From an optimization exercise on the open Yosys and OpenROAD flow, aimed at small area, a short achievable clock period and few clock cycles per item; shortcuts taken in it are not production practice.
In this exercise RTL edits were held to simulation tests only and were not proved equivalent to the original.
No activity file was given, so power comes from the tool's default toggle rates.

==> flow/design.v <==
package nfsa_pkg;
  localparam int unsigned NUM_SLOTS_DEF = 2048;
  localparam int unsigned WORD_W        = 32;
  localparam int unsigned BIT_W         = 5;
  localparam int unsigned SLOT_W        = 11;
  localparam int unsigned STATUS_W      = 2;
  localparam int unsigned COUNT_W       = 12;
  localparam logic OP_ALLOC = 1'b0;
  localparam logic OP_FREE  = 1'b1;
  localparam logic [STATUS_W-1:0] STAT_OK       = 2'd0;
  localparam logic [STATUS_W-1:0] STAT_FULL     = 2'd1;
  localparam logic [STATUS_W-1:0] STAT_NOT_USED = 2'd2;
  typedef struct packed {
    logic clear;
    logic accept;
    logic scan;
    logic free_chk;
  } ctl_t;
  typedef struct packed {
    logic clear_done;
    logic scan_done;
  } stat_t;
endpackage
module nfsa_ctrl (
  input  logic                        clk,
  input  logic                        rst_n,
  input  logic                        start,
  input  logic                        in_op,
  input  logic [nfsa_pkg::SLOT_W-1:0] in_idx,
  output logic                        busy,
  output logic                        s1_valid,
  output logic                        s1_op,
  output logic [nfsa_pkg::SLOT_W-1:0] s1_idx
);
  logic busy_q;
  always_ff @(posedge clk) begin
    if (!rst_n) begin
      s1_valid <= 1'b0;
      busy_q   <= 1'b1;
    end else begin
      s1_valid <= start & ~busy_q;
      busy_q   <= 1'b0;
    end
  end
  always_ff @(posedge clk) begin
    s1_op  <= in_op;
    s1_idx <= in_idx;
  end
  assign busy = busy_q;
endmodule
module nfsa_dp #(
  parameter int unsigned NUM_SLOTS = nfsa_pkg::NUM_SLOTS_DEF
) (
  input  logic                            clk,
  input  logic                            rst_n,
  input  logic                            s1_valid,
  input  logic                            s1_op,
  input  logic [nfsa_pkg::SLOT_W-1:0]     s1_idx,
  output logic                            out_valid,
  output logic [nfsa_pkg::SLOT_W-1:0]     out_slot_out,
  output logic [nfsa_pkg::STATUS_W-1:0]   out_status,
  output logic [nfsa_pkg::COUNT_W-1:0]    out_slots_in_use
);
  localparam int unsigned WORD_W   = nfsa_pkg::WORD_W;
  localparam int unsigned BIT_W    = nfsa_pkg::BIT_W;
  localparam int unsigned SLOT_W   = nfsa_pkg::SLOT_W;
  localparam int unsigned STATUS_W = nfsa_pkg::STATUS_W;
  localparam int unsigned COUNT_W  = nfsa_pkg::COUNT_W;
  localparam int unsigned NWORDS   = NUM_SLOTS / WORD_W;
  localparam int unsigned AW       = $clog2(NWORDS);
  localparam logic [STATUS_W-1:0] STAT_OK       = nfsa_pkg::STAT_OK;
  localparam logic [STATUS_W-1:0] STAT_FULL     = nfsa_pkg::STAT_FULL;
  localparam logic [STATUS_W-1:0] STAT_NOT_USED = nfsa_pkg::STAT_NOT_USED;
  function automatic logic [WORD_W-1:0] low32(input logic [WORD_W-1:0] v);
    logic [WORD_W-1:0] r;
    logic              seen;
    r    = '0;
    seen = 1'b0;
    for (int i = 0; i < WORD_W; i++) begin
      r[i] = v[i] & ~seen;
      seen = seen | v[i];
    end
    low32 = r;
  endfunction
  function automatic logic [NWORDS-1:0] low64(input logic [NWORDS-1:0] v);
    logic [NWORDS-1:0] r;
    logic              seen;
    r    = '0;
    seen = 1'b0;
    for (int i = 0; i < NWORDS; i++) begin
      r[i] = v[i] & ~seen;
      seen = seen | v[i];
    end
    low64 = r;
  endfunction
  function automatic logic [WORD_W-1:0] ge32(input logic [WORD_W-1:0] oh);
    logic [WORD_W-1:0] r;
    logic              seen;
    r    = '0;
    seen = 1'b0;
    for (int i = 0; i < WORD_W; i++) begin
      seen = seen | oh[i];
      r[i] = seen;
    end
    ge32 = r;
  endfunction
  function automatic logic [NWORDS-1:0] ge64(input logic [NWORDS-1:0] oh);
    logic [NWORDS-1:0] r;
    logic              seen;
    r    = '0;
    seen = 1'b0;
    for (int i = 0; i < NWORDS; i++) begin
      seen = seen | oh[i];
      r[i] = seen;
    end
    ge64 = r;
  endfunction
  function automatic logic [BIT_W-1:0] enc32(input logic [WORD_W-1:0] oh);
    logic [BIT_W-1:0] r;
    r = '0;
    for (int i = 0; i < WORD_W; i++) begin
      if (oh[i]) r = r | BIT_W'(i);
    end
    enc32 = r;
  endfunction
  function automatic logic [AW-1:0] enc64(input logic [NWORDS-1:0] oh);
    logic [AW-1:0] r;
    r = '0;
    for (int i = 0; i < NWORDS; i++) begin
      if (oh[i]) r = r | AW'(i);
    end
    enc64 = r;
  endfunction
  function automatic logic [NWORDS-1:0] dec64(input logic [AW-1:0] a);
    logic [NWORDS-1:0] r;
    for (int i = 0; i < NWORDS; i++) begin
      r[i] = (a == AW'(i));
    end
    dec64 = r;
  endfunction
  function automatic logic [WORD_W-1:0] dec32(input logic [BIT_W-1:0] a);
    logic [WORD_W-1:0] r;
    for (int i = 0; i < WORD_W; i++) begin
      r[i] = (a == BIT_W'(i));
    end
    dec32 = r;
  endfunction
  function automatic logic lt6(input logic [AW-1:0] a, input logic [AW-1:0] b);
    logic r;
    r = 1'b0;
    for (int i = 0; i < AW; i++) begin
      r = (~a[i] & b[i]) | (~(a[i] ^ b[i]) & r);
    end
    lt6 = r;
  endfunction
  function automatic logic lt5(input logic [BIT_W-1:0] a, input logic [BIT_W-1:0] b);
    logic r;
    r = 1'b0;
    for (int i = 0; i < BIT_W; i++) begin
      r = (~a[i] & b[i]) | (~(a[i] ^ b[i]) & r);
    end
    lt5 = r;
  endfunction
  function automatic logic [AW:0] first_after(input logic [NWORDS-1:0] nf,
                                              input logic [AW-1:0] p);
    logic [NWORDS-1:0] pm, gep, hi, lo;
    pm  = dec64(p);
    gep = ge64(pm);
    hi  = nf & gep & ~pm;
    lo  = nf & ~gep;
    first_after = {|(hi | lo), enc64((|hi) ? low64(hi) : low64(lo))};
  endfunction
  function automatic logic between(input logic [AW-1:0] a, input logic [AW-1:0] x,
                                   input logic [AW-1:0] b);
    logic ax, xb;
    ax = lt6(a, x);
    xb = lt6(x, b);
    between = lt6(a, b) ? (ax & xb) : (ax | xb);
  endfunction
  function automatic logic one_free(input logic [WORD_W-1:0] v);
    logic [WORD_W-1:0] any, two;
    any = ~v;
    two = '0;
    for (int w = 1; w < WORD_W; w = w * 2) begin
      for (int i = 0; i + w < WORD_W; i = i + 2 * w) begin
        two[i] = two[i] | two[i + w] | (any[i] & any[i + w]);
        any[i] = any[i] | any[i + w];
      end
    end
    one_free = ~two[0];
  endfunction
  logic [NWORDS-1:0][WORD_W-1:0] mem;
  logic [NWORDS-1:0]             full_q;
  logic [WORD_W-1:0]             cur_q;    
  logic [BIT_W-1:0]              pb_q;     
  logic [WORD_W-1:0]             gem;      
  logic                          hh_q;     
  logic [AW-1:0]                 pw_q;
  logic [AW-1:0]                 nw_q;
  logic                          nwv_q;
  logic [AW-1:0]                 nnw_q;
  logic                          nnwv_q;
  logic [COUNT_W-1:0]            cnt_q;
  logic [WORD_W-1:0]             rd_q;
  logic                          s2_valid;
  logic                          s2_op;
  logic                          is_alloc;   
  logic                          is_free;    
  logic                          mv_q;       
  logic [SLOT_W-1:0]             s2_idx;
  logic                out_valid_q;
  logic [SLOT_W-1:0]   out_slot_q;
  logic [STATUS_W-1:0] out_status_q;
  logic [AW-1:0]     iw;
  logic [WORD_W-1:0] ib_oh;
  logic [WORD_W-1:0] cand_hi;
  logic              use_rd, low_any, a_ok, moved;
  logic [WORD_W-1:0] oh_hi, oh_rd, a_oh;
  logic [WORD_W-1:0] wd_alloc, wd_free;
  logic [AW-1:0]     a_word;
  logic              a_full, used;
  logic              we;
  logic [AW-1:0]     wa;
  logic [WORD_W-1:0] wd;
  assign iw    = s2_idx[SLOT_W-1:BIT_W];
  assign ib_oh = dec32(s2_idx[BIT_W-1:0]);
  always_comb begin
    for (int i = 0; i < WORD_W; i++) begin
      gem[i] = ~lt5(BIT_W'(i), pb_q);
    end
  end
  assign cand_hi = ~cur_q & (hh_q ? gem : '1);
  assign use_rd  = ~hh_q & nwv_q;
  assign low_any = ~&cur_q;
  assign a_ok    = hh_q | nwv_q | low_any;
  assign moved   = is_alloc & use_rd;
  assign oh_hi = low32(cand_hi);
  assign oh_rd = low32(~rd_q);
  always_comb begin
    if (use_rd) begin
      wd_alloc = rd_q | oh_rd;
      a_oh     = oh_rd;
      a_word   = nw_q;
    end else begin
      wd_alloc = cur_q | oh_hi;
      a_oh     = oh_hi;
      a_word   = pw_q;
    end
  end
  assign wd_free = rd_q & ~ib_oh;
  assign used    = |(rd_q & ib_oh);
  assign we = s2_valid;
  assign wa = s2_op ? iw : a_word;
  assign wd = s2_op ? wd_free : wd_alloc;
  logic              pw_full, gap1, gap2;
  logic [AW:0]       srch;
  logic [AW-1:0]     nw_d, nnw_d;
  logic              nwv_d, nnwv_d;
  assign pw_full = &cur_q;
  assign gap1    = nwv_q ? between(pw_q, iw, nw_q) : (iw != pw_q);
  assign gap2    = between(nw_q, iw, nnwv_q ? nnw_q : pw_q);
  assign srch    = first_after(~full_q & ~dec64(nw_q), nnw_q);
  always_comb begin
    nw_d   = nw_q;
    nwv_d  = nwv_q;
    nnw_d  = nnw_q;
    nnwv_d = nnwv_q;
    if (moved) begin
      nw_d   = nnw_q;
      nwv_d  = nnwv_q;
      if (srch[AW]) begin
        nnw_d  = srch[AW-1:0];
        nnwv_d = nnwv_q;
      end else begin
        nnw_d  = nw_q;
        nnwv_d = nnwv_q & ~a_full;
      end
    end else if (is_alloc & a_ok) begin
      if (nnw_q == pw_q) nnwv_d = nnwv_q & ~a_full;
    end else if (is_free) begin
      if (iw == pw_q) begin
        if (~nnwv_q) begin
          nnw_d  = pw_q;
          nnwv_d = nwv_q;
        end
      end else if (gap1) begin
        nw_d   = iw;
        nwv_d  = 1'b1;
        nnw_d  = nwv_q ? nw_q : pw_q;
        nnwv_d = nwv_q | ~pw_full;
      end else if (nwv_q & (iw != nw_q) & gap2) begin
        nnw_d  = iw;
        nnwv_d = 1'b1;
      end
    end
  end
  logic free_cur, free_rd, hh_d;
  assign free_cur = one_free(cur_q);
  assign free_rd  = one_free(rd_q);
  assign a_full   = use_rd ? free_rd : free_cur;
  always_comb begin
    hh_d = hh_q;
    if (is_alloc & a_ok) begin
      if (use_rd)     hh_d = ~free_rd;
      else            hh_d = ~one_free(~cand_hi);
    end else if (is_free & (iw == pw_q)) begin
      hh_d = hh_q | |(ib_oh & gem);
    end
  end
  logic [AW-1:0]     raddr;
  logic [WORD_W-1:0] rdata;
  always_comb begin
    if (s1_op)                     raddr = s1_idx[SLOT_W-1:BIT_W];
    else if (mv_q)                 raddr = nnw_q;
    else                           raddr = nw_q;
  end
  logic              wq_v;
  logic [AW-1:0]     wq_a;
  logic [WORD_W-1:0] wq_d;
  logic              fwd_s2, fwd_q;
  assign fwd_s2 = (we & (wa == raddr)) | (~s1_op & is_free & gap1);
  assign fwd_q  = wq_v & (wq_a == raddr);
  assign rdata  = fwd_s2 ? wd : (fwd_q ? wq_d : mem[raddr]);
  logic [WORD_W-1:0] row_wd;
  logic              row_full;
  logic rst_q;
  assign row_wd   = rst_q ? wq_d : '0;
  assign row_full = rst_q & ~s2_op & a_full;
  for (genvar w = 0; w < NWORDS; w++) begin : g_row
    logic row_we, row_fe;
    assign row_we = ~rst_q | (wq_v & (wq_a == AW'(w)));
    assign row_fe = ~rst_q | (we & (wa == AW'(w)));
    always_ff @(posedge clk) begin
      if (row_we) mem[w]    <= row_wd;
      if (row_fe) full_q[w] <= row_full;
    end
  end
  always_ff @(posedge clk) begin
    rst_q <= rst_n;
    wq_v  <= we;
    wq_a  <= wa;
    wq_d  <= wd;
  end
  always_ff @(posedge clk) begin
    rd_q <= rdata;
  end
  logic [COUNT_W-1:0] cnt_inc, cnt_dec, cnt_d;
  for (genvar i = 0; i < COUNT_W; i++) begin : g_cnt
    localparam logic [COUNT_W-1:0] LOW = (COUNT_W'(1) << i) - COUNT_W'(1);
    assign cnt_inc[i] = cnt_q[i] ^ (&(cnt_q | ~LOW));
    assign cnt_dec[i] = cnt_q[i] ^ (&(~cnt_q | ~LOW));
  end
  always_comb begin
    cnt_d = cnt_q;
    if (is_alloc & a_ok)     cnt_d = cnt_inc;
    else if (is_free & used) cnt_d = cnt_dec;
  end
  always_ff @(posedge clk) begin
    if (!rst_n) begin
      cur_q       <= '0;
      pb_q        <= '0;
      hh_q        <= 1'b1;
      pw_q        <= '0;
      nw_q        <= AW'(1);
      nwv_q       <= 1'b1;
      nnw_q       <= AW'(2);
      nnwv_q      <= 1'b1;
      cnt_q       <= '0;
      s2_valid    <= 1'b0;
      is_alloc    <= 1'b0;
      is_free     <= 1'b0;
      mv_q        <= 1'b0;
      out_valid_q <= 1'b0;
    end else begin
      if (is_alloc & a_ok) begin
        cur_q <= wd_alloc;
        pb_q  <= enc32(a_oh);
        pw_q  <= a_word;
      end else if (is_free & (iw == pw_q)) begin
        cur_q <= wd_free;
      end
      hh_q     <= hh_d;
      nw_q     <= nw_d;
      nwv_q    <= nwv_d;
      nnw_q    <= nnw_d;
      nnwv_q   <= nnwv_d;
      cnt_q    <= cnt_d;
      s2_valid <= s1_valid;
      is_alloc <= s1_valid & ~s1_op;
      is_free  <= s1_valid & s1_op;
      mv_q     <= s1_valid & ~s1_op & ~hh_d & nwv_d;
      out_valid_q <= s2_valid;
    end
  end
  always_ff @(posedge clk) begin
    s2_op  <= s1_op;
    s2_idx <= s1_idx;
    if (s2_op) begin
      out_slot_q   <= s2_idx;
      out_status_q <= used ? STAT_OK : STAT_NOT_USED;
    end else begin
      out_slot_q   <= a_ok ? {a_word, enc32(a_oh)} : '0;
      out_status_q <= a_ok ? STAT_OK : STAT_FULL;
    end
  end
  assign out_valid        = out_valid_q;
  assign out_slot_out     = out_slot_q;
  assign out_status       = out_status_q;
  assign out_slots_in_use = cnt_q;
endmodule
module next_fit_slot_allocator_top #(
  parameter int unsigned NUM_SLOTS = nfsa_pkg::NUM_SLOTS_DEF
) (
  input  logic                          clk,
  input  logic                          rst_n,
  input  logic                          start,
  output logic                          busy,
  input  logic                          in_op,
  input  logic [nfsa_pkg::SLOT_W-1:0]   in_slot_index,
  output logic                          out_valid,
  output logic [nfsa_pkg::SLOT_W-1:0]   out_slot_out,
  output logic [nfsa_pkg::STATUS_W-1:0] out_status,
  output logic [nfsa_pkg::COUNT_W-1:0]  out_slots_in_use
);
  logic                        s1_valid;
  logic                        s1_op;
  logic [nfsa_pkg::SLOT_W-1:0] s1_idx;
  nfsa_ctrl u_ctrl (
    .clk      (clk),
    .rst_n    (rst_n),
    .start    (start),
    .in_op    (in_op),
    .in_idx   (in_slot_index),
    .busy     (busy),
    .s1_valid (s1_valid),
    .s1_op    (s1_op),
    .s1_idx   (s1_idx)
  );
  nfsa_dp #(
    .NUM_SLOTS (NUM_SLOTS)
  ) u_dp (
    .clk              (clk),
    .rst_n            (rst_n),
    .s1_valid         (s1_valid),
    .s1_op            (s1_op),
    .s1_idx           (s1_idx),
    .out_valid        (out_valid),
    .out_slot_out     (out_slot_out),
    .out_status       (out_status),
    .out_slots_in_use (out_slots_in_use)
  );
endmodule
==> flow/run.sh <==
#!/bin/bash
# synth_recipe.tcl (not shown) runs the flow's synth.tcl, then flattens the netlist and writes it again
# the make line also repeats each setting of config.mk as NAME=value (left out here)
make -C /OpenROAD-flow-scripts/flow DESIGN_CONFIG=/design/flow/config.mk WORK_HOME=/design/flow/orfs CLKGATE_MAP_FILE= SYNTH_SCRIPT=/design/flow/synth_recipe.tcl finish
==> flow/config.mk <==
export PLATFORM = sky130hd
export DESIGN_NAME = next_fit_slot_allocator_top
export DESIGN_NICKNAME = next_fit_slot_allocator_top
export VERILOG_FILES = /design/flow/design.v
export SDC_FILE = /design/flow/constraint.sdc
export NUM_CORES = 4
export LEC_CHECK = 0
export CAP_MARGIN = 20
export CORE_MARGIN = 2
export CORE_UTILIZATION = 40
export CTS_CLUSTER_DIAMETER = 150
export CTS_CLUSTER_SIZE = 20
export PLACE_DENSITY = 0.75
export SETUP_SLACK_MARGIN = 3.0
export SLEW_MARGIN = 20
export TNS_END_PERCENT = 0
==> flow/constraint.sdc <==
create_clock -name core_clock -period 6.5 [get_ports {clk}]
set_input_delay 1.3000 -clock core_clock [delete_from_list [all_inputs] [get_ports {clk}]]
set_output_delay 1.3000 -clock core_clock [all_outputs]
set_load 0.01 [all_outputs]
==> results of run 1 <==
[layout by cell type (no fill, tap or decap), types with 141 or more instances in the layout]
| cell type | instances |
|---|---|
| clkbuf_16 | 141 |
| o21ai_0 | 191 |
| nor2b_1 | 142 |
| a21oi_1 | 264 |
| mux2i_1 | 155 |
| a211oi_1 | 242 |
| nor2_1 | 246 |
| nand2_1 | 255 |
| buf_4 | 361 |
| dfxtp_1 | 160 |
| edfxtp_1 | 2112 |
| mux4_2 | 513 |
[per-stage QoR]
step,std cells,setup slack (ps)
after floorplan,6062,2757
after global placement,9178,757.6
after detailed placement,9179,784.9
after CTS,9460,2721
after global routing,9532,2611
final,9532,2627
[final cells by class]
| cell class | instances | area share [%] |
|---|---|---|
| clock inverter | 10 | 0.1394 |
| clock buffer | 165 | 3.158 |
| timing repair buffer | 508 | 4.623 |
| tap | 3202 | 3.570 |
| multi-input combinational | 3285 | 28.39 |
| timing repair inverter | 1 | 0.004460 |
| sequential | 2298 | 59.90 |
| inverter | 63 | 0.2185 |
[metal layers]
| layer | vias to the layer above | wire length (um) |
|---|---|---|
| met5 | - | 34 |
| met4 | 6 | 14230 |
| met3 | 672 | 38160 |
| met2 | 4622 | 139800 |
| met1 | 31730 | 115400 |
| li1 | 24980 | - |
[power breakdown]
group          leakage [nW]  internal, mW  switching [mW]  total [mW]
Sequential             23.2          17.4           0.481        17.9
Clock                  1.80          3.87            4.62        8.49
Combinational          13.0          1.24            2.04        3.28
Total                  38.0          22.5            7.14        29.7
[cells by family (layout without fill, tap and decap cells)]
kind of cell,after synthesis,in the layout,share of synthesized area [%]
AOI/OAI and AO/OA,1301,1302,8.578
xor gates and xnor gates,29,29,0.2589
adders and majority gates,36,36,0.4515
buffers and inverters,481,747,2.010
DFF,2298,2298,68.44
muxes,688,688,13.57
and+or+nand+nor,1229,1230,6.690
[worst reg2reg max path, cell delays in order, from the launching register on]
cell	delay, ps
dfxtp_4	440
bufbuf_16	330
nand2_1	350
a211oi_2	630
inv_1	120
nand4_1	180
nor3_2	90
buf_4	180
nand3_1	140
nor4b_2	70
buf_4	180
a211o_1	250
or4_4	560
nor3_4	140
a211oi_2	80
[worst max-delay path by stage]
stage                         end  slack (ps)  cells after the start
floorplan           u_dp.mem[100]        2760                      3
detailed placement  u_dp.rd_q[17]         780                     12
global placement    u_dp.rd_q[17]         760                     12
finish              u_dp.nnw_q[0]        2630                     14
CTS                 u_dp.nnw_q[0]        2720                     16
global route        u_dp.rd_q[31]        2610                     15
[cells in the mapped netlist (41+ instances only)]
| cell | number | area share, % |
|---|---|---|
| buf_2 | 96 | 0.49 |
| clkbuf_1 | 288 | 1.1 |
| nor2_1 | 252 | 0.96 |
| mux2i_1 | 167 | 1.7 |
| mux4_2 | 513 | 12 |
| nand4_1 | 64 | 0.41 |
| o21a_1 | 41 | 0.31 |
| a211oi_1 | 313 | 2.4 |
| nand2_1 | 262 | 1.0 |
| edfxtp_1 | 2112 | 65 |
| nand3_1 | 104 | 0.53 |
| nor3_1 | 77 | 0.39 |
| o21ai_0 | 279 | 1.4 |
| and2_1 | 63 | 0.40 |
| inv_1 | 61 | 0.23 |
| dfxtp_1 | 186 | 3.8 |
| nor4_1 | 51 | 0.33 |
| nor2b_1 | 145 | 0.92 |
| a21oi_1 | 325 | 1.7 |
[flip-flops by register name, indices dropped and copies added, names as in the netlist, 2 cells and up]
name	flops
u_dp.out_status_q	2
u_dp.pw_q	6
u_ctrl.s1_idx	11
u_dp.wq_a	6
u_dp.s2_idx	11
u_dp.cnt_q	12
u_dp.cur_q	32
u_dp.wq_d	32
u_dp.nnw_q	6
u_dp.rd_q	32
u_dp.full_q	64
u_dp.out_slot_q	11
u_dp.nw_q	6
u_dp.mem	2048
u_dp.pb_q	5
[what timing repair did]
item                       4_1_cts  5_1_grt
gates cloned                    19        4
buffers inserted                87       68
setup endpoints to repair      172      142
gates resized for setup        353      201
pin swaps                       46       53
==> flow_summary_export.csv, run 1 <==
group,metric,value,unit
global_routing,grt_pass1_vias,59170,
synthesis,syn_area_per_cell,16.18,um^2
worst_hold_path,whs_path_depth,0,
worst_setup_path,cp-start-kind,"flip-flop",
worst_setup_path,rr_worst_depth,14,
clock_tree,hold_buffers,0,
synthesis,synthesis.area,98110,um^2
routing,dr.first_iter.drc_count,10140,
cells_and_area,register_area,67210,um^2
floorplan,dieHeight,499.2,um
clock_tree,cts_buffers,133,
sta,setup_viol,0,
sta,finalHoldViolCount,0,
worst_setup_path,worstPathArrival,4530,ps
synthesis,yosysWarnings,2,
global_routing,grt_pass1_wl,435700,um
synthesis,ys_seq_area_share,68.44,%
synthesis,synth_edf_count,2112,
worst_hold_path,min_from,"u_ctrl.s1_idx[1]",
synthesis,synth_seq_cells,2298,
synthesis,synthCells,6062,
global_routing,top_usage_layer,"met2",
floorplan,initial_core_util,40.30,%
global_routing,grt_usage,23.95,%
global_routing,met1_usage,33.06,%
place,hpwl,184600,um
floorplan,core,243500,um^2
worst_setup_path,cp_top_family,"simple AND/OR/NAND/NOR gates",
routing,vias,62010,
worst_setup_path,required,7160,ps
routing,wire_per_inst,32.27,um
worst_setup_path,max_stage_delay,630,ps
worst_setup_path,path_buf_inv,4,
sta,finClkSkew,51.32,ps
routing,drt_wl_total,307600,um
place,place_congestion,0.9711,
floorplan,rows,181,
place,place_area,104200,um^2
sta,fin_hold_ws,336.0,ps
floorplan,top_level_ports,42,
worst_setup_path,crit_chain,"bufbuf_16 > nand2_1 > a211oi_2 > inv_1 > nand4_1 > nor3_2 > buf_4 > nand3_1 > nor4b_2 > buf_4 > a211o_1 > or4_4 > nor3_4 > a211oi_2",
floorplan,die_area,249200,um^2
synthesis,synth-main-ff-cell,"edfxtp_1",
floorplan,die_w,499.2,um
worst_setup_path,rrSetupSlack,2630,ps
synthesis,synthDistinctLibCells,104,
routing,ant_nets,0,
routing,drc,0,
cells_and_area,nFillCells,20060,
clock_tree,htree_levels,4,
clock_tree,clock_sinks,2298,
synthesis,syn-num-nets,6110,
cells_and_area,fin_nets,6338,
sta,period_needed,3873,ps
sta,rsz0062_at_grt,"true",
cells_and_area,syn2layout_area_growth,14.38,%
sta,max_slew_margin,34.76,%
worst_hold_path,holdPathEnd,"u_dp.s2_idx[1]",
worst_hold_path,hold_class,"reg2reg",
cells_and_area,multiInputGateArea,31860,um^2
cells_and_area,final_area,112200,um^2
power,ir_drop,0.3034,mV
worst_setup_path,cp_max_fo,12,
worst_setup_path,cp-end-kind,"flip-flop",
sta,tns,0,ps
worst_setup_path,reg2reg_from,"u_dp.nnw_q[5]",
clock_tree,clock_path_buffers,3,
job,maxCapViolCount,0,
global_routing,overflow,0,
global_routing,met2_usage,37.07,%
worst_setup_path,critical_path_class,"reg2reg",
cells_and_area,num_antenna_cells,0,
sta,drv_slew,0,
routing,drtPass1Iterations,8,
clock_tree,cts_tree,"built",
routing,post_drt_via_cell_ratio,6.506,
clock_tree,path_clk_slew,90,ps
place,port_buffers,41,
sta,fmax,258.2,MHz
synthesis,synthArstFlopShare,0,%
run_status,outcome,"no timing/DRC/antenna violations",
sta,worst_pin_slew,969.6,ps
power,p_per_area,264.4,nW/um^2
global_routing,antenna_found_initial,8,
sta,post-route-period-util,59.58,%
power,p_total,29.67,mW
worst_setup_path,crit_start,"u_dp.nnw_q[5]",
clock_tree,clock_latency,810,ps
global_routing,grt_max_degree,97,
worst_setup_path,crit_slowest_cell,"a211oi_2",
power,leakagePower,38.04,nW
worst_setup_path,rr_endpoint,"u_dp.nnw_q[0]",
global_routing,met3_usage,5.337,%
clock_tree,cts_root_buf,"clkbuf_16",
cells_and_area,final_core_util,46.09,%
cells_and_area,drive_gt1_share,25.75,%
Testbench counts, summed over its fixed seeds: cycles 48,024, items 48,000.
==> run 2, diff against run 1 <==
--- a/flow/config.mk
+++ b/flow/config.mk
@@ -11,5 +11,5 @@
 export CTS_CLUSTER_DIAMETER = 150
 export CTS_CLUSTER_SIZE = 20
-export PLACE_DENSITY = 0.75
+export PLACE_DENSITY = 0.85
 export SETUP_SLACK_MARGIN = 3.0
 export SLEW_MARGIN = 20
==> flow_summary_export.csv, run 2 <==
group,metric,value,unit
worst_setup_path,critical_path_class,"reg2reg",
clock_tree,path_clk_slew,80,ps
cells_and_area,final_common_cell,"edfxtp_1",
sta,worst_pin_slew,1188,ps
worst_hold_path,hold_class,"reg2reg",
worst_setup_path,cp_max_fo,11,
synthesis,synth_top_area_share,64.64,%
place,place_ws,1571,ps
run_status,outcome,"no timing/DRC/antenna violations",
global_routing,grt_max_degree,104,
synthesis,synth-main-ff-cell,"edfxtp_1",
floorplan,core,243500,um^2
cells_and_area,final_area,111100,um^2
clock_tree,cts_buffers,133,
floorplan,die_area,249200,um^2
power,ir_drop,0.3605,mV
job,maxCapViolCount,0,
power,p_total,30.21,mW
floorplan,die_w,499.2,um
sta,drv_slew,0,
clock_tree,cts_tree,"built",
place,place_area,103900,um^2
place,hpwl,180200,um
worst_setup_path,cp-start-kind,"flip-flop",
clock_tree,cts_root_buf,"clkbuf_16",
synthesis,synth-xor-area-share,0.2589,%
routing,wire_per_inst,35.69,um
synthesis,yosys-top-cells-count,"edfxtp_1 (2112), mux4_2 (513), a21oi_1 (325), a211oi_1 (313), clkbuf_1 (288)",
sta,finalHoldViolCount,0,
synthesis,synthDistinctLibCells,104,
synthesis,synthSimpleGateAreaFrac,6.690,%
synthesis,synth.area.mux_share,13.57,%
synthesis,synth_top_area_cell,"edfxtp_1",
sta,setup_viol,0,
synthesis,synthesis.area,98110,um^2
floorplan,dieHeight,499.2,um
clock_tree,htree_levels,4,
routing,drtPass1Iterations,9,
sta,fin_hold_ws,335.4,ps
synthesis,synth.area.top_cells,"edfxtp_1 (65%), mux4_2 (12%), dfxtp_1 (3.8%)",
synthesis,synth_seq_cells,2298,
sta,finalWorstSetupSlack,2436,ps
global_routing,grt_pass1_vias,62880,
cells_and_area,reg_top3,"u_dp.mem (2048), u_dp.full_q (64)",
worst_setup_path,required,7260,ps
clock_tree,clock_path_buffers,3,
sta,finClkSkew,54.57,ps
clock_tree,clock_sinks,2298,
synthesis,synth_compound_area_share,8.578,%
floorplan,top_level_ports,42,
cells_and_area,final_cells,9430,
synthesis,ys_seq_area_share,68.44,%
global_routing,grt_pass1_wl,470600,um
clock_tree,hold_buffers,0,
global_routing,antenna_found_initial,15,
power,leakagePower,37.57,nW
cells_and_area,syn2layout_area_growth,13.29,%
place,place_congestion,1.010,
sta,post-route-period-util,62.52,%
routing,post_drt_via_cell_ratio,6.925,
cells_and_area,largest_reg_flops,2048,
worst_setup_path,worstPathArrival,4820,ps
synthesis,synthAdderAreaFrac,0.4515,%
power,p_per_area,271.8,nW/um^2
sta,max_slew_margin,20.77,%
cells_and_area,final_core_util,45.65,%
floorplan,initial_core_util,40.30,%
place,port_buffers,41,
clock_tree,clock_latency,870,ps
routing,vias,65300,
sta,rsz0062_at_grt,"true",
sta,period_needed,4064,ps
worst_setup_path,cp-end-kind,"flip-flop",
cells_and_area,drive_gt1_share,23.63,%
place,dp_cells,9128,
floorplan,rows,181,
routing,ant_nets,0,
routing,drc,0,
cells_and_area,regMostFlops,"u_dp.mem",
synthesis,synthArstFlopShare,0,%
synthesis,syn_area_per_cell,16.18,um^2
cells_and_area,fin_nets,6236,
routing,drt_wl_total,336600,um
synthesis,synthCells,6062,
synthesis,synth_top_family_by_area,"multiplexers",
sta,fmax,246.1,MHz
global_routing,overflow,0,
synthesis,syn-num-nets,6110,
routing,dr.first_iter.drc_count,13280,
cells_and_area,final_cell_mix,"edfxtp_1 (2112), mux4_2 (513), buf_4 (275), a21oi_1 (270), nand2_1 (256)",
synthesis,yosysWarnings,2,
global_routing,grt_usage,26.08,%
sta,tns,0,ps
synthesis,synth_most_common_cell,"edfxtp_1",
synthesis,synth_edf_count,2112,
-- run 2: routing by layer --
| layer | share of wire (%) | GRT usage [%] | up-vias |
|---|---|---|---|
| met5 | 0.074 | 0.2701 | - |
| met4 | 7.2 | 14.54 | 14 |
| met3 | 15 | 7.661 | 1437 |
| met2 | 45 | 40.54 | 6962 |
| met1 | 32 | 32.72 | 32100 |
| li1 | - | - | 24790 |
-- run 2: final cells by class --
cell class | instances | area, um^2
Antenna cell | 6 | 15.01
Tap cell | 3202 | 4006
Clock buffer | 151 | 3396
Timing Repair Buffer | 405 | 4408
Multi-Input combinational cell | 3287 | 31550
Inverter | 63 | 237.7
Sequential cell | 2298 | 67210
Clock inverter | 18 | 327.8
Fill cell | 19440 | 132300
-- run 2: cells by family (layout without fill, tap and decap cells) --
logic type,after synthesis,in the layout
XOR/XNOR,29,29
multiplexers,688,688
adder cells (fa/ha/maj),36,36
AO/OA/AOI/OAI,1301,1302
other,0,6
buffers and inverters,481,637
AND/OR/NAND/NOR,1229,1232
flip-flops,2298,2298
-- run 2: power breakdown --
group	switching [mW]	internal [mW]	total, mW
Combinational	2.15	1.24	3.40
Sequential	0.645	17.4	18.1
Clock	4.94	3.80	8.74
Total	7.74	22.5	30.2
-- run 2: final timing paths --
kind | from | cells past startpoint | slack (ps) | endpoint
setup / recovery | u_dp.nnw_q[0] | 14 | 2440 | u_dp.rd_q[19]
hold / removal | u_ctrl.s1_idx[1] | 0 | 340 | u_dp.s2_idx[1]
setup reg to reg | u_dp.nnw_q[0] | 14 | 2440 | u_dp.rd_q[19]
hold reg to reg | u_ctrl.s1_idx[1] | 0 | 340 | u_dp.s2_idx[1]
-- run 2: critical path, stage by stage (launching register included) --
cell	delay, ps
dfxtp_4	400
buf_4	190
mux2i_1	300
o21ai_4	90
buf_12	170
buf_4	200
bufbuf_16	320
mux4_2	350
nor2b_1	150
a211oi_1	90
a211oi_2	610
a211oi_2	130
a211oi_1	590
a21oi_1	180
a21oi_1	210
-- run 2: what timing repair did --
item	4_1_cts	5_1_grt
pin swaps	53	11
cloned	25	1
buffers inserted	93	4
resized for setup	404	30
setup endpoints to repair	155	139
==> run 3, diff against run 2 <==
--- a/flow/config.mk
+++ b/flow/config.mk
@@ -10,6 +10,6 @@
 export CORE_UTILIZATION = 40
 export CTS_CLUSTER_DIAMETER = 150
-export CTS_CLUSTER_SIZE = 20
-export PLACE_DENSITY = 0.85
+export CTS_CLUSTER_SIZE = 18
+export PLACE_DENSITY = 0.7
 export SETUP_SLACK_MARGIN = 3.0
 export SLEW_MARGIN = 20
==> flow_summary_export.csv, run 3 <==
group,metric,value,unit
floorplan,dieHeight,499.2,um
worst_hold_path,hold_class,"reg2reg",
clock_tree,htree_levels,4,
worst_setup_path,crit_slowest_cell,"or4_1",
routing,vias,60530,
power,internal-power,22.89,mW
clock_tree,clock_path_buffers,3,
global_routing,grt_pass1_vias,58400,
worst_setup_path,crit_chain,"buf_8 > buf_6 > and4_4 > nand2_1 > a21oi_4 > nand3_1 > nor3_4 > nand4_4 > buf_4 > or4_1 > nand3_1 > buf_4 > buf_4 > nor4_4 > a32oi_2",
power,p_per_area,270.3,nW/um^2
place,port_buffers,41,
worst_setup_path,required,7170,ps
global_routing,grt_pass1_wl,425500,um
power,ir_drop,0.2151,mV
sta,finalWorstSetupSlack,2498,ps
job,maxCapViolCount,0,
global_routing,met3_usage,4.838,%
global_routing,overflow,0,
routing,post_drt_via_cell_ratio,6.378,
synthesis,synth_top_area_share,64.64,%
power,leakagePower,37.76,nW
sta,period_needed,4002,ps
synthesis,synthesis.area,98110,um^2
routing,ant_nets,0,
clock_tree,clock_sinks,2298,
synthesis,synth_seq_cells,2298,
synthesis,syn-num-nets,6110,
power,clock_power_share,30.1,%
cells_and_area,reg_top3,"u_dp.mem (2048), u_dp.full_q (64)",
cells_and_area,syn2layout_area_growth,13.46,%
power,p_total,30.09,mW
worst_setup_path,path_buf_inv,5,
place,place_ws,670.8,ps
synthesis,synth_most_common_cell,"edfxtp_1",
synthesis,synthDistinctLibCells,104,
floorplan,top_level_ports,42,
sta,tns,0,ps
synthesis,syn_area_per_cell,16.18,um^2
routing,drc,0,
worst_setup_path,cp_num_cells,15,
clock_tree,hold_buffers,0,
place,place_congestion,1.001,
global_routing,grt_usage,23.35,%
floorplan,rows,181,
sta,post-route-period-util,61.57,%
synthesis,yosys-top-cells-count,"edfxtp_1 (2112), mux4_2 (513), a21oi_1 (325), a211oi_1 (313), clkbuf_1 (288)",
sta,max_slew_margin,25.80,%
worst_setup_path,critical_path_class,"reg2reg",
clock_tree,clock_latency,840,ps
global_routing,grt_max_degree,101,
worst_setup_path,rr_worst_depth,15,
worst_setup_path,cp_top_family,"simple AND/OR/NAND/NOR gates",
cells_and_area,fin_nets,6285,
clock_tree,path_clk_slew,90,ps
cells_and_area,largest_reg_flops,2048,
clock_tree,cts_root_buf,"clkbuf_16",
worst_setup_path,rr_endpoint,"u_dp.nnw_q[1]",
sta,worst_pin_slew,1111,ps
global_routing,top_usage_layer,"met2",
worst_setup_path,cp_common_cell,"buf_4",
synthesis,synthCells,6062,
worst_setup_path,cp_max_fo,12,
sta,rsz0062_at_grt,"true",
floorplan,die_area,249200,um^2
floorplan,die_w,499.2,um
sta,finalHoldViolCount,0,
run_status,outcome,"no timing/DRC/antenna violations",
worst_setup_path,rrSetupSlack,2500,ps
synthesis,synthArstFlopShare,0,%
sta,fmax,249.9,MHz
worst_setup_path,crit_end,"u_dp.nnw_q[1]",
power,power_switching,7.203,mW
synthesis,ys_seq_area_share,68.44,%
global_routing,antenna_found_initial,9,
sta,finClkSkew,59.54,ps
clock_tree,cts_tree,"built",
worst_setup_path,crit_start,"u_dp.nnw_q[4]",
floorplan,initial_core_util,40.30,%
floorplan,core,243500,um^2
sta,drv_slew,0,
routing,wire_per_inst,31.34,um
worst_setup_path,cp-start-kind,"flip-flop",
synthesis,synth.area.top_cells,"edfxtp_1 (65%), mux4_2 (12%), dfxtp_1 (3.8%)",
worst_setup_path,cp-end-kind,"flip-flop",
routing,drtPass1Iterations,6,
synthesis,synth-main-ff-cell,"edfxtp_1",
cells_and_area,final_cell_mix,"edfxtp_1 (2112), mux4_2 (513), buf_4 (329), a21oi_1 (272), a211oi_1 (271)",
synthesis,yosysWarnings,2,
power,p_sw_share,23.94,%
worst_setup_path,reg2reg_from,"u_dp.nnw_q[4]",
place,hpwl,182000,um
worst_setup_path,max_stage_delay,600,ps
power,pwr-share-comb,10.6,%
synthesis,synth_edf_count,2112,
cells_and_area,regMostFlops,"u_dp.mem",
power,p_seq_share,59.4,%
global_routing,met1_usage,32.69,%
routing,drt_wl_total,297400,um
global_routing,met2_usage,36.01,%
synthesis,synth_top_area_cell,"edfxtp_1",
clock_tree,cts_buffers,146,
cells_and_area,final_common_cell,"edfxtp_1",
cells_and_area,drive_gt1_share,23.86,%
routing,dr.first_iter.drc_count,8613,
worst_setup_path,worstPathArrival,4670,ps
sta,setup_viol,0,
[run 3: changes by cell type in the layout (fill, tap and decap cells not counted), sizes merged]
cell / delta
diode: -1
buf: +47
inv: -2
clkinvlp: +1
clkinv: -4
nor2: -1
nand3: -1
bufbuf: -11
clkbuf: +33
and2: -1
[run 3: cell families after synthesis]
kind of cell | Yosys count | share of synthesized area, %
buf+inv | 481 | 2.010
fa+ha+maj | 36 | 0.4515
simple gates | 1229 | 6.690
compound gates | 1301 | 8.578
mux | 688 | 13.57
flops | 2298 | 68.44
xor+xnor | 29 | 0.2589
[run 3: per-layer routing]
layer  wire length, um  part of all wire (%)
met2            135600                    46
met1            116800                    39
met5                22                0.0074
met3             32070                    11
met4             12940                   4.3
[run 3: what timing repair did]
item / CTS / global route
endpoints found under the setup margin: 156 / 143
buffers inserted: 72 / 13
cloned: 8 / 3
gates resized for setup: 319 / 70
pin swaps: 44 / 14
[run 3: power by group through the flow]
stage	logic, mW	registers, mW	clock network (mW)
floorplan	1.89	18.0	0
global placement	2.97	18.1	0
detailed placement	3.02	18.2	0
CTS	3.14	17.8	9.16
global route	3.34	17.9	9.62
finish	3.18	17.9	9.05
[run 3: cell type report]
class                   instances  area, um^2
diodes                          5       12.51
clock buffers                 181        3891
clock inverters                13       257.7
fillers                     20350      132100
inverters                      63       237.7
multi-input cells            3284       31380
flip-flops and latches       2298       67200
well taps                    3202        4006
repair buffers                444        4327
[run 3: per-stage QoR]
step	util [%]	cells	hold WS [ps]	cell area, um^2
3_5_place_dp	42.89	9195	313.5	104400
2_1_floorplan	-	6062	309.6	98110
5_1_grt	45.72	9485	340.4	111300
6_report	45.72	9490	335.6	111300
4_1_cts	45.51	9469	338.2	110800
3_3_place_gp	42.88	9194	317.8	104400
[run 3: worst reg2reg max path, cell delays in order, from the launching register on]
cell	delay, ps
dfxtp_4	480
buf_8	220
buf_6	210
and4_4	340
nand2_1	130
a21oi_4	240
nand3_1	160
nor3_4	400
nand4_4	190
buf_4	200
or4_1	600
nand3_1	150
buf_4	130
buf_4	120
nor4_4	50
a32oi_2	270
[run 3: how the worst min path moves through the flow]
| stage | start | depth (start not counted) | slack, ps | end |
|---|---|---|---|---|
| floorplan | u_ctrl.s1_idx[0] | 0 | 310 | u_dp.s2_idx[0] |
| global placement | u_ctrl.s1_idx[1] | 0 | 320 | u_dp.s2_idx[1] |
| finish | u_ctrl.s1_idx[4] | 0 | 340 | u_dp.s2_idx[4] |
| CTS | u_ctrl.s1_idx[4] | 0 | 340 | u_dp.s2_idx[4] |
| detailed placement | u_ctrl.s1_idx[3] | 0 | 310 | u_dp.s2_idx[3] |
| global route | u_ctrl.s1_idx[4] | 0 | 340 | u_dp.s2_idx[4] |
==> run 4, diff against run 3 <==
--- a/flow/config.mk
+++ b/flow/config.mk
@@ -10,7 +10,7 @@
 export CORE_UTILIZATION = 40
 export CTS_CLUSTER_DIAMETER = 150
-export CTS_CLUSTER_SIZE = 18
-export PLACE_DENSITY = 0.7
+export CTS_CLUSTER_SIZE = 20
+export PLACE_DENSITY = 0.75
 export SETUP_SLACK_MARGIN = 3.0
 export SLEW_MARGIN = 20
-export TNS_END_PERCENT = 0
+export TNS_END_PERCENT = 100
==> flow_summary_export.csv, run 4 <==
group,metric,value,unit
run_status,outcome,"no timing/DRC/antenna violations",
synthesis,yosysWarnings,2,
clock_tree,path_clk_slew,110,ps
clock_tree,hold_buffers,0,
clock_tree,clock_sinks,2298,
worst_setup_path,cp_max_fo,6,
sta,period_needed,3862,ps
sta,finClkSkew,47.61,ps
synthesis,synthDistinctLibCells,104,
synthesis,syn-num-nets,6110,
synthesis,synthesis.area,98110,um^2
sta,worst_pin_slew,1167,ps
worst_setup_path,worstPathArrival,4520,ps
routing,post_drt_via_cell_ratio,6.457,
synthesis,ys_seq_area_share,68.44,%
routing,wire_per_inst,32.01,um
worst_hold_path,hold_class,"reg2reg",
routing,vias,62050,
routing,wl_met2,143200,um
clock_tree,clock_latency,850,ps
worst_setup_path,cp-end-kind,"flip-flop",
synthesis,yosys-top-cells-count,"edfxtp_1 (2112), mux4_2 (513), a21oi_1 (325), a211oi_1 (313), clkbuf_1 (288)",
cells_and_area,final_area,115000,um^2
global_routing,grt_usage,23.88,%
sta,finalHoldViolCount,0,
floorplan,dieHeight,499.2,um
cells_and_area,regMostFlops,"u_dp.mem",
global_routing,grt_max_degree,100,
sta,rsz0062_at_grt,"true",
sta,tns,0,ps
synthesis,synth_edf_count,2112,
sta,post-route-period-util,59.41,%
sta,setup_viol,0,
place,port_buffers,41,
synthesis,synth.area.top_cells,"edfxtp_1 (65%), mux4_2 (12%), dfxtp_1 (3.8%)",
cells_and_area,final_cell_mix,"edfxtp_1 (2112), mux4_2 (513), buf_4 (363), a21oi_1 (254), nand2_1 (253)",
worst_setup_path,critical_path_class,"reg2reg",
cells_and_area,syn2layout_area_growth,17.18,%
floorplan,rows,181,
global_routing,overflow,0,
synthesis,synth_most_common_cell,"edfxtp_1",
synthesis,synthArstFlopShare,0,%
cells_and_area,fin_nets,6408,
cells_and_area,final_core_util,47.22,%
clock_tree,cts_buffers,134,
worst_setup_path,required,7160,ps
clock_tree,cts_tree,"built",
job,maxCapViolCount,0,
worst_setup_path,cp-start-kind,"flip-flop",
floorplan,die_w,499.2,um
sta,drv_slew,0,
routing,drc,0,
routing,dr.first_iter.drc_count,9711,
global_routing,grt_pass1_vias,60110,
floorplan,initial_core_util,40.30,%
sta,fmax,259.0,MHz
cells_and_area,reg_top3,"u_dp.mem (2048), u_dp.full_q (64)",
place,place_congestion,0.9794,
place,place_area,104100,um^2
place,hpwl,176500,um
routing,top_layer_used,"met4",
sta,max_slew_margin,22.22,%
synthesis,synth_top_area_share,64.64,%
synthesis,synth-main-ff-cell,"edfxtp_1",
clock_tree,clock_path_buffers,3,
global_routing,grt_pass1_wl,434700,um
power,p_per_area,260.4,nW/um^2
routing,met1Wirelength,114200,um
routing,ant_nets,0,
cells_and_area,drive_gt1_share,28.91,%
floorplan,die_area,249200,um^2
routing,wl_met3,36200,um
synthesis,synth_seq_cells,2298,
power,leakagePower,38.97,nW
global_routing,antenna_found_initial,1,
synthesis,synth_top_area_cell,"edfxtp_1",
synthesis,syn_area_per_cell,16.18,um^2
cells_and_area,largest_reg_flops,2048,
clock_tree,htree_levels,4,
power,ir_drop,0.2300,mV
clock_tree,cts_root_buf,"clkbuf_16",
cells_and_area,final_common_cell,"edfxtp_1",
floorplan,core,243500,um^2
floorplan,top_level_ports,42,
routing,drt_wl_total,307600,um
routing,drtPass1Iterations,6,
synthesis,synthCells,6062,
run 4: cell counts after synthesis:
Identical to the previous run, type by type.
run 4: kinds of logic after synthesis:
kind of cell / after synthesis / share of synthesized area (%)
AO/OA/AOI/OAI: 1301 / 8.578
XOR/XNOR: 29 / 0.2589
adder cells (fa/ha/maj): 36 / 0.4515
buffers and inverters: 481 / 2.010
flip-flops: 2298 / 68.44
multiplexers: 688 / 13.57
AND/OR/NAND/NOR: 1229 / 6.690
run 4: power by group:
part           switching [mW]  leakage (nW)  internal, mW  total [mW]
Clock                    4.71          1.84          3.90        8.61
Combinational            2.05          13.9          1.36        3.41
Sequential              0.496          23.2          17.4        17.9
Total                    7.26          39.0          22.7        29.9
run 4: final cells by class:
type / instances / area (um^2)
Fill cell: 19770 / 128500
Sequential cell: 2298 / 67230
Multi-Input combinational cell: 3289 / 33140
Timing Repair Buffer: 574 / 6543
Tap cell: 3202 / 4006
Clock buffer: 167 / 3541
Clock inverter: 15 / 252.7
Inverter: 63 / 240.2
Antenna cell: 2 / 5.005
run 4: worst paths after layout:
path,from,end,slack [ps],depth (start not counted)
setup / recovery,u_dp.nw_q[0],u_dp.nnw_q[2],2640,17
hold / removal,u_ctrl.s1_idx[3],u_dp.s2_idx[3],340,0
setup reg to reg,u_dp.nw_q[0],u_dp.nnw_q[2],2640,17
hold reg to reg,u_ctrl.s1_idx[3],u_dp.s2_idx[3],340,0
run 4: timing repair:
| item | in CTS | in global routing |
|---|---|---|
| resized for setup | 587 | 253 |
| setup endpoints to repair | 151 | 128 |
| buffers inserted | 162 | 76 |
| gates cloned | 32 | 10 |
| pin swaps | 102 | 124 |
run 4: through the flow:
step / power, mW / setup WS [ps] / std cells / hold WS (ps)
CTS: 29.77 / 2718 / 9521 / 340.8
finish: 29.93 / 2638 / 9610 / 336.7
global route: 30.71 / 2567 / 9608 / 345.5
global placement: 20.98 / 1328 / 9144 / 318.9
floorplan: 19.87 / 2757 / 6062 / 309.6
detailed placement: 21.14 / 1377 / 9145 / 317.1
run 4: layer usage:
| layer | global-route usage (%) | vias to the layer above |
|---|---|---|
| met3 | 5.329 | 677 |
| met2 | 37.77 | 4267 |
| met4 | 9.217 | 0 |
| met5 | 0 | - |
| met1 | 32.22 | 31990 |
| li1 | - | 25120 |
run 4: critical path: stages (launching register included):
cell       delay (ps)
dfxtp_4           370
clkbuf_2          140
buf_4             150
inv_1             140
nor3_1            120
a2111oi_4         640
nand3b_1          260
nor4_4             60
buf_6             140
buf_8             130
buf_4             150
nand4_1            80
o31ai_1            70
buf_4             160
a311o_1           300
or3_4             380
nor4_4            270
a211oi_2          100
==> run 5, diff against run 4 <==
--- a/flow/design.v
+++ b/flow/design.v
@@ -315,30 +315,22 @@
     else                           raddr = nw_q;
   end
-  logic              wq_v;
-  logic [AW-1:0]     wq_a;
-  logic [WORD_W-1:0] wq_d;
-  logic              fwd_s2, fwd_q;
-  assign fwd_s2 = (we & (wa == raddr)) | (~s1_op & is_free & gap1);
-  assign fwd_q  = wq_v & (wq_a == raddr);
-  assign rdata  = fwd_s2 ? wd : (fwd_q ? wq_d : mem[raddr]);
+  assign rdata = ((we & (wa == raddr)) | (~s1_op & is_free & gap1)) ? wd : mem[raddr];
+  logic              rst_q;
   logic [WORD_W-1:0] row_wd;
   logic              row_full;
-  logic rst_q;
-  assign row_wd   = rst_q ? wq_d : '0;
+  assign row_wd   = rst_q ? wd : '0;
   assign row_full = rst_q & ~s2_op & a_full;
   for (genvar w = 0; w < NWORDS; w++) begin : g_row
-    logic row_we, row_fe;
-    assign row_we = ~rst_q | (wq_v & (wq_a == AW'(w)));
-    assign row_fe = ~rst_q | (we & (wa == AW'(w)));
+    logic row_we;
+    assign row_we = ~rst_q | (we & (wa == AW'(w)));
     always_ff @(posedge clk) begin
-      if (row_we) mem[w]    <= row_wd;
-      if (row_fe) full_q[w] <= row_full;
+      if (row_we) begin
+        mem[w]    <= row_wd;
+        full_q[w] <= row_full;
+      end
     end
   end
   always_ff @(posedge clk) begin
     rst_q <= rst_n;
-    wq_v  <= we;
-    wq_a  <= wa;
-    wq_d  <= wd;
   end
   always_ff @(posedge clk) begin
--- a/flow/config.mk
+++ b/flow/config.mk
@@ -14,3 +14,3 @@
 export SETUP_SLACK_MARGIN = 3.0
 export SLEW_MARGIN = 20
-export TNS_END_PERCENT = 100
+export TNS_END_PERCENT = 0
==> flow_summary_export.csv, run 5 <==
group,metric,value,unit
run_status,outcome,"no timing/DRC/antenna violations",
synthesis,synth_edf_count,2112,
routing,drc,0,
synthesis,synth_top_area_share,65.51,%
worst_hold_path,hold_class,"reg2reg",
floorplan,initial_core_util,40.25,%
sta,fmax,255.9,MHz
sta,post-route-period-util,60.12,%
global_routing,grt_max_degree,120,
worst_setup_path,crit_end,"u_dp.mem[1154]",
sta,rsz0062_at_grt,"true",
synthesis,synth_top_area_cell,"edfxtp_1",
place,port_buffers,41,
floorplan,rows,180,
place,place_congestion,1.033,
power,p_seq_share,59.4,%
synthesis,syn_area_per_cell,16.46,um^2
clock_tree,clock_sinks,2259,
floorplan,dieHeight,496.0,um
worst_setup_path,rr_endpoint,"u_dp.mem[1154]",
synthesis,synthDistinctLibCells,102,
synthesis,ys_seq_area_share,68.55,%
power,internal-power,22.27,mW
sta,worst_pin_slew,1302,ps
worst_setup_path,cp_top_family,"compound AO/OA/AOI/OAI gates",
global_routing,grt_pass1_wl,435300,um
power,power_switching,7.346,mW
synthesis,synthCells,5881,
worst_setup_path,crit_slowest_cell,"dfxtp_2",
worst_setup_path,cp_num_cells,7,
clock_tree,cts_buffers,132,
cells_and_area,regMostFlops,"u_dp.mem",
sta,tns,0,ps
place,hpwl,185000,um
routing,ant_nets,0,
synthesis,syn-num-nets,5929,
cells_and_area,fin_nets,6195,
global_routing,antenna_found_initial,10,
power,p_sw_share,24.80,%
cells_and_area,final_common_cell,"edfxtp_1",
global_routing,grt_usage,24.68,%
worst_setup_path,cp_max_fo,28,
clock_tree,clock_path_buffers,3,
synthesis,synthArstFlopShare,0,%
cells_and_area,syn2layout_area_growth,15.16,%
power,p_per_area,265.6,nW/um^2
floorplan,core,240500,um^2
worst_setup_path,reg2reg_from,"u_dp.nwv_q",
sta,setup_viol,0,
sta,finClkSkew,62.21,ps
routing,wire_per_inst,34.54,um
worst_setup_path,crit_chain,"nor2b_4 > a21oi_1 > o21ai_0 > and2_1 > nand2_1 > o21ai_4 > buf_6",
cells_and_area,largest_reg_flops,2048,
clock_tree,path_clk_slew,100,ps
clock_tree,clock_latency,840,ps
floorplan,die_w,496.0,um
worst_setup_path,cp-start-kind,"flip-flop",
worst_setup_path,crit_start,"u_dp.nwv_q",
worst_setup_path,rr_worst_depth,7,
floorplan,top_level_ports,42,
worst_setup_path,cp-end-kind,"flip-flop",
routing,dr.first_iter.drc_count,10890,
routing,drt_wl_total,323800,um
routing,vias,62340,
cells_and_area,drive_gt1_share,26.29,%
synthesis,yosys-top-cells-count,"edfxtp_1 (2112), mux4_2 (512), a21oi_1 (329), a211oi_1 (291)",
synthesis,yosysWarnings,2,
worst_setup_path,worstPathArrival,4350,ps
worst_hold_path,whs_path_depth,0,
clock_tree,cts_root_buf,"clkbuf_16",
sta,max_slew_margin,13.23,%
synthesis,synth_most_common_cell,"edfxtp_1",
power,pwr-share-comb,11.6,%
sta,fin_hold_ws,339.0,ps
worst_setup_path,max_stage_delay,600,ps
sta,period_needed,3908,ps
global_routing,overflow,0,
routing,post_drt_via_cell_ratio,6.651,
global_routing,grt_pass1_vias,58030,
power,leakagePower,38.03,nW
routing,drtPass1Iterations,7,
floorplan,die_area,246000,um^2
worst_setup_path,critical_path_class,"reg2reg",
synthesis,synth-main-ff-cell,"edfxtp_1",
cells_and_area,reg_top3,"u_dp.mem (2048), u_dp.full_q (64)",
worst_setup_path,required,6950,ps
sta,finalHoldViolCount,0,
job,maxCapViolCount,0,
clock_tree,htree_levels,4,
worst_setup_path,path_buf_inv,1,
sta,drv_slew,0,
power,ir_drop,0.3503,mV
synthesis,synthesis.area,96820,um^2
synthesis,synth.area.top_cells,"edfxtp_1 (66%), mux4_2 (12%), dfxtp_1 (3.0%)",
clock_tree,cts_tree,"built",
cells_and_area,final_cell_mix,"edfxtp_1 (2112), mux4_2 (512), buf_4 (328), a21oi_1 (287), nand2_1 (242)",
power,clock_power_share,28.9,%
synthesis,synth_seq_cells,2259,
worst_setup_path,rrSetupSlack,2590,ps
## run 5: worst min path at each step
| stage | start | slack, ps | endpoint |
|---|---|---|---|
| CTS | u_ctrl.s1_idx[2] | 340 | u_dp.s2_idx[2] |
| detailed placement | u_ctrl.s1_idx[2] | 320 | u_dp.s2_idx[2] |
| global route | u_ctrl.s1_idx[0] | 350 | u_dp.s2_idx[0] |
| floorplan | u_ctrl.s1_idx[0] | 310 | u_dp.s2_idx[0] |
| global placement | u_ctrl.s1_idx[4] | 320 | u_dp.s2_idx[4] |
| finish | u_ctrl.s1_idx[4] | 340 | u_dp.s2_idx[4] |
## run 5: cell families after synthesis
family,after synthesis,share of synthesized area [%]
fa+ha+maj,40,0.4989
buf+inv,445,1.953
compound gates,1220,8.289
xor+xnor,24,0.2171
mux,685,13.71
simple gates,1208,6.787
flops,2259,68.55
## run 5: timing repair
item | 4_1_cts | 5_1_grt
setup endpoints to repair | 4145 | 4205
gates resized for setup | 145 | 412
buffers inserted | 39 | 185
hold buffers | 0 | 0
pin swaps | 23 | 94
cloned | 10 | 28
## run 5: worst reg2reg max path, stage by stage, from the launching register on
cell and delay (ps):
dfxtp_2 600, nor2b_4 410, a21oi_1 170, o21ai_0 570, and2_1 310, nand2_1 360
o21ai_4 550, buf_6 540
## run 5: layout make-up
type                    instances  area [um^2]
multi-input cells            3193        31470
diodes                          3        7.507
clock inverters                17        350.3
fillers                     19800       129000
clock buffers                 155         3432
inverters                      48        183.9
flip-flops and latches       2259        66440
well taps                    3185         3985
repair buffers                513         5620
## run 5: layer usage
layer | vias up | global-route usage (%) | part of all wire (%)
li1 | 24450 | - | -
met1 | 31820 | 33.14 | 36
met2 | 5170 | 37.48 | 45
met3 | 900 | 6.921 | 14
met4 | 8 | 11.06 | 5.5
met5 | - | 0 | 0.014
## run 5: power by group through the flow
stage	logic [mW]	registers, mW	clock network (mW)
2_1_floorplan	1.89	17.6	0
3_3_place_gp	2.97	17.8	0
3_5_place_dp	3.02	17.9	0
4_1_cts	3.13	17.6	8.62
5_1_grt	3.55	17.7	9.08
6_report	3.45	17.6	8.57
## run 5: metrics by stage
step / utilization, % / instance area (um^2) / setup WS (ps) / power [mW] / cells
after floorplan: - / 97080 / 2461 / 19.54 / 5881
after global placement: 42.64 / 102600 / 1312 / 20.76 / 8934
after detailed placement: 42.65 / 102600 / 1226 / 20.91 / 8936
after CTS: 44.67 / 107400 / 2303 / 29.32 / 9157
after global routing: 46.35 / 111500 / 2563 / 30.28 / 9370
final: 46.35 / 111500 / 2592 / 29.62 / 9373
Testbench counts of run 5, summed over its fixed seeds: cycles 48,024, items 48,000.
==> run 6, diff against run 5 <==
--- a/flow/config.mk
+++ b/flow/config.mk
@@ -8,5 +8,5 @@
 export CAP_MARGIN = 20
 export CORE_MARGIN = 2
-export CORE_UTILIZATION = 40
+export CORE_UTILIZATION = 50
 export CTS_CLUSTER_DIAMETER = 150
 export CTS_CLUSTER_SIZE = 20
==> flow_summary_export.csv, run 6 <==
group,metric,value,unit
worst_setup_path,path_buf_inv,7,
cells_and_area,syn2layout_area_growth,13.62,%
synthesis,synth_edf_count,2112,
power,ir_drop,0.3221,mV
synthesis,synth-main-ff-cell,"edfxtp_1",
global_routing,grt_usage,31.76,%
routing,drtPass1Iterations,6,
power,pwr-share-comb,11.3,%
global_routing,overflow,0,
sta,max_slew_margin,21.21,%
place,place_congestion,1.025,
place,dp_cells,8358,
routing,drc,0,
synthesis,synth_most_common_cell,"edfxtp_1",
power,p_seq_share,59.9,%
floorplan,die_area,197200,um^2
worst_hold_path,hold_class,"reg2reg",
clock_tree,hold_buffers,0,
synthesis,synth_top_area_share,65.51,%
floorplan,core,192400,um^2
routing,wire_per_inst,36.42,um
synthesis,synthDistinctLibCells,102,
cells_and_area,largest_reg_flops,2048,
clock_tree,clock_sinks,2259,
cells_and_area,reg_top3,"u_dp.mem (2048), u_dp.full_q (64)",
clock_tree,cts_root_buf,"clkbuf_16",
synthesis,yosysWarnings,2,
place,place_ws,770.4,ps
global_routing,grt_max_degree,97,
sta,fmax,252.8,MHz
synthesis,syn_area_per_cell,16.46,um^2
sta,fin_hold_ws,330.3,ps
floorplan,top_level_ports,42,
clock_tree,clock_path_buffers,3,
power,p_per_area,266.6,nW/um^2
routing,dr.first_iter.drc_count,9230,
sta,worst_pin_slew,1182,ps
power,internal-power,22.17,mW
synthesis,synth_seq_cells,2259,
sta,period_needed,3955,ps
cells_and_area,regMostFlops,"u_dp.mem",
worst_setup_path,crit_chain,"buf_12 > or4_4 > buf_4 > nor2_4 > a21oi_2 > nand4_1 > buf_6 > nor3_4 > buf_12 > buf_8 > and3_4 > buf_4 > buf_4 > a31oi_1 > o2111ai_2 > nor4_1 > a31oi_1",
sta,post-route-period-util,60.85,%
floorplan,rows,161,
global_routing,grt_pass1_wl,444200,um
sta,tns,0,ps
worst_setup_path,required,7230,ps
worst_setup_path,crit_start,"u_dp.nnw_q[2]",
worst_setup_path,worstPathArrival,4680,ps
cells_and_area,final_common_cell,"edfxtp_1",
cells_and_area,nFillCells,14200,
power,p_sw_share,24.41,%
clock_tree,path_clk_slew,100,ps
floorplan,dieHeight,444.0,um
worst_setup_path,reg2reg_from,"u_dp.nnw_q[2]",
sta,finalHoldViolCount,0,
synthesis,synthCells,5881,
worst_setup_path,cp_max_fo,19,
cells_and_area,final_cell_mix,"edfxtp_1 (2112), mux4_2 (512), buf_4 (385), a21oi_1 (284), a211oi_1 (265)",
synthesis,ys_seq_area_share,68.55,%
cells_and_area,fin_nets,6217,
synthesis,synth.area.top_cells,"edfxtp_1 (66%), mux4_2 (12%), dfxtp_1 (3.0%)",
synthesis,synthArstFlopShare,0,%
synthesis,synth_top_area_cell,"edfxtp_1",
worst_setup_path,cp-end-kind,"flip-flop",
sta,finClkSkew,50.57,ps
place,hpwl,192900,um
clock_tree,clock_latency,850,ps
routing,vias,61180,
worst_setup_path,cp_common_cell,"buf_4",
cells_and_area,final_core_util,57.18,%
place,port_buffers,41,
routing,post_drt_via_cell_ratio,7.005,
worst_setup_path,critical_path_class,"reg2reg",
worst_setup_path,crit_slowest_cell,"or4_4",
worst_hold_path,min_from,"u_ctrl.s1_idx[1]",
worst_setup_path,max_stage_delay,580,ps
sta,setup_viol,0,
sta,drv_slew,0,
global_routing,grt_pass1_vias,59180,
floorplan,initial_core_util,50.33,%
routing,drt_wl_total,318100,um
cells_and_area,drive_gt1_share,25.77,%
synthesis,yosys-top-cells-count,"edfxtp_1 (2112), mux4_2 (512), a21oi_1 (329), a211oi_1 (291)",
clock_tree,cts_buffers,131,
clock_tree,htree_levels,4,
power,clock_power_share,28.8,%
power,leakagePower,38.01,nW
job,maxCapViolCount,0,
run_status,outcome,"no timing/DRC/antenna violations",
synthesis,synthesis.area,96820,um^2
global_routing,antenna_found_initial,9,
sta,rsz0062_at_grt,"true",
worst_setup_path,cp-start-kind,"flip-flop",
synthesis,syn-num-nets,5929,
routing,ant_nets,0,
floorplan,die_w,444.0,um
worst_setup_path,cp_top_family,"simple AND/OR/NAND/NOR gates",
cells_and_area,final_cells,8733,
clock_tree,cts_tree,"built",
power,power_switching,7.159,mW
sta,finalWorstSetupSlack,2545,ps
[run 6: through the flow]
| step | total power [mW] | area, um^2 |
|---|---|---|
| after floorplan | 19.54 | 97080 |
| after global placement | 20.75 | 102200 |
| after detailed placement | 20.91 | 102300 |
| after CTS | 29.29 | 109400 |
| after global routing | 30.03 | 110000 |
| final | 29.32 | 110000 |
[run 6: logic make-up (layout without fill, tap and decap cells)]
group,Yosys count,after routing,share of synthesized area [%]
flip-flops,2259,2259,68.55
AO/OA/AOI/OAI,1220,1220,8.289
AND/OR/NAND/NOR,1208,1225,6.787
multiplexers,685,685,13.71
buffers and inverters,445,752,1.953
adder cells (fa/ha/maj),40,40,0.4989
XOR/XNOR,24,24,0.2171
other,0,2,0
[run 6: routing by layer]
metal / GRT usage [%] / share of wire [%] / vias to the layer above
li1: - / - / 24470
met1: 41.68 / 36 / 31490
met2: 50.35 / 47 / 4315
met3: 6.034 / 10 / 889
met4: 17.54 / 6.8 / 8
met5: 0 / 0.018 / -
[run 6: what timing repair did]
item / 4_1_cts / 5_1_grt
gates resized for setup: 395 / 61
buffers inserted: 148 / 30
pin swaps: 86 / 28
setup endpoints to repair: 4286 / 3771
gates cloned: 19 / 6
[run 6: final cells by class]
cell class                      instances  area, um^2  area share (%)
Sequential cell                      2259       66430           60.39
Multi-Input combinational cell       3194       31270           28.42
Timing Repair Buffer                  535        5300           4.818
Clock buffer                          154        3407           3.097
Tap cell                             2526        3161           2.873
Clock inverter                         15       251.5          0.2286
Inverter                               48       187.7          0.1706
Antenna cell                            2       5.005        0.004550
[run 6: final timing paths]
path               endpoint  slack (ps)  cells after the start
max           u_dp.nnw_q[4]        2540                     17
min          u_dp.s2_idx[1]         330                      0
max reg2reg   u_dp.nnw_q[4]        2540                     17
min reg2reg  u_dp.s2_idx[1]         330                      0
[run 6: power by group through the flow]
stage                     Clock [mW]  Sequential [mW]  Combinational, mW
after floorplan                    0             17.6               1.89
after CTS                       8.50             17.5               3.24
final                           8.44             17.6               3.32
after global routing            8.96             17.6               3.43
after detailed placement           0             17.9               3.04
after global placement             0             17.8               2.98

[port drivers added, routing unchanged]
In the flow no input, the clock included, has a driving cell. The finished layouts below were timed again as built, in two steps.
Step 1 (the two cells are an assumption about what drives the block):
set clk [get_ports {clk}]
set_driving_cell -lib_cell sky130_fd_sc_hd__clkbuf_16 $clk
set_driving_cell -lib_cell sky130_fd_sc_hd__buf_2 [delete_from_list [all_inputs] $clk]
Step 2 moves the port delays by t, midway between the first and last clock arrival at a register: inputs arrive t later, outputs are due t later. That takes back most of the time a late clock gives input paths.
Three values: ideal ports, drivers, drivers and shift; two values: the first two.
| run | t, ns | slack for setup (ns) | slew at the worst register clock pin (ns) | pins driven straight from the clock port |
|---|---|---|---|---|
| run 1 | 0.888 | 2.627 / 2.627 / 2.627 | 0.10 / 0.10 | 1 |
| run 2 | 0.930 | 2.436 / 2.436 / 2.436 | 0.10 / 0.10 | 1 |
| run 3 | 0.905 | 2.498 / 2.498 / 2.498 | 0.09 / 0.09 | 1 |
| run 4 | 0.929 | 2.638 / 2.638 / 2.638 | 0.11 / 0.11 | 1 |
| run 5 | 0.895 | 2.592 / 2.592 / 2.228 | 0.12 / 0.12 | 1 |
| run 6 | 0.911 | 2.545 / 2.545 / 2.545 | 0.10 / 0.10 | 1 |
After both steps setup and hold are still met in every run listed. For run 5, which loses most, drivers alone change the setup slack by 0.000 ns; drivers and shift together by -0.364 ns.
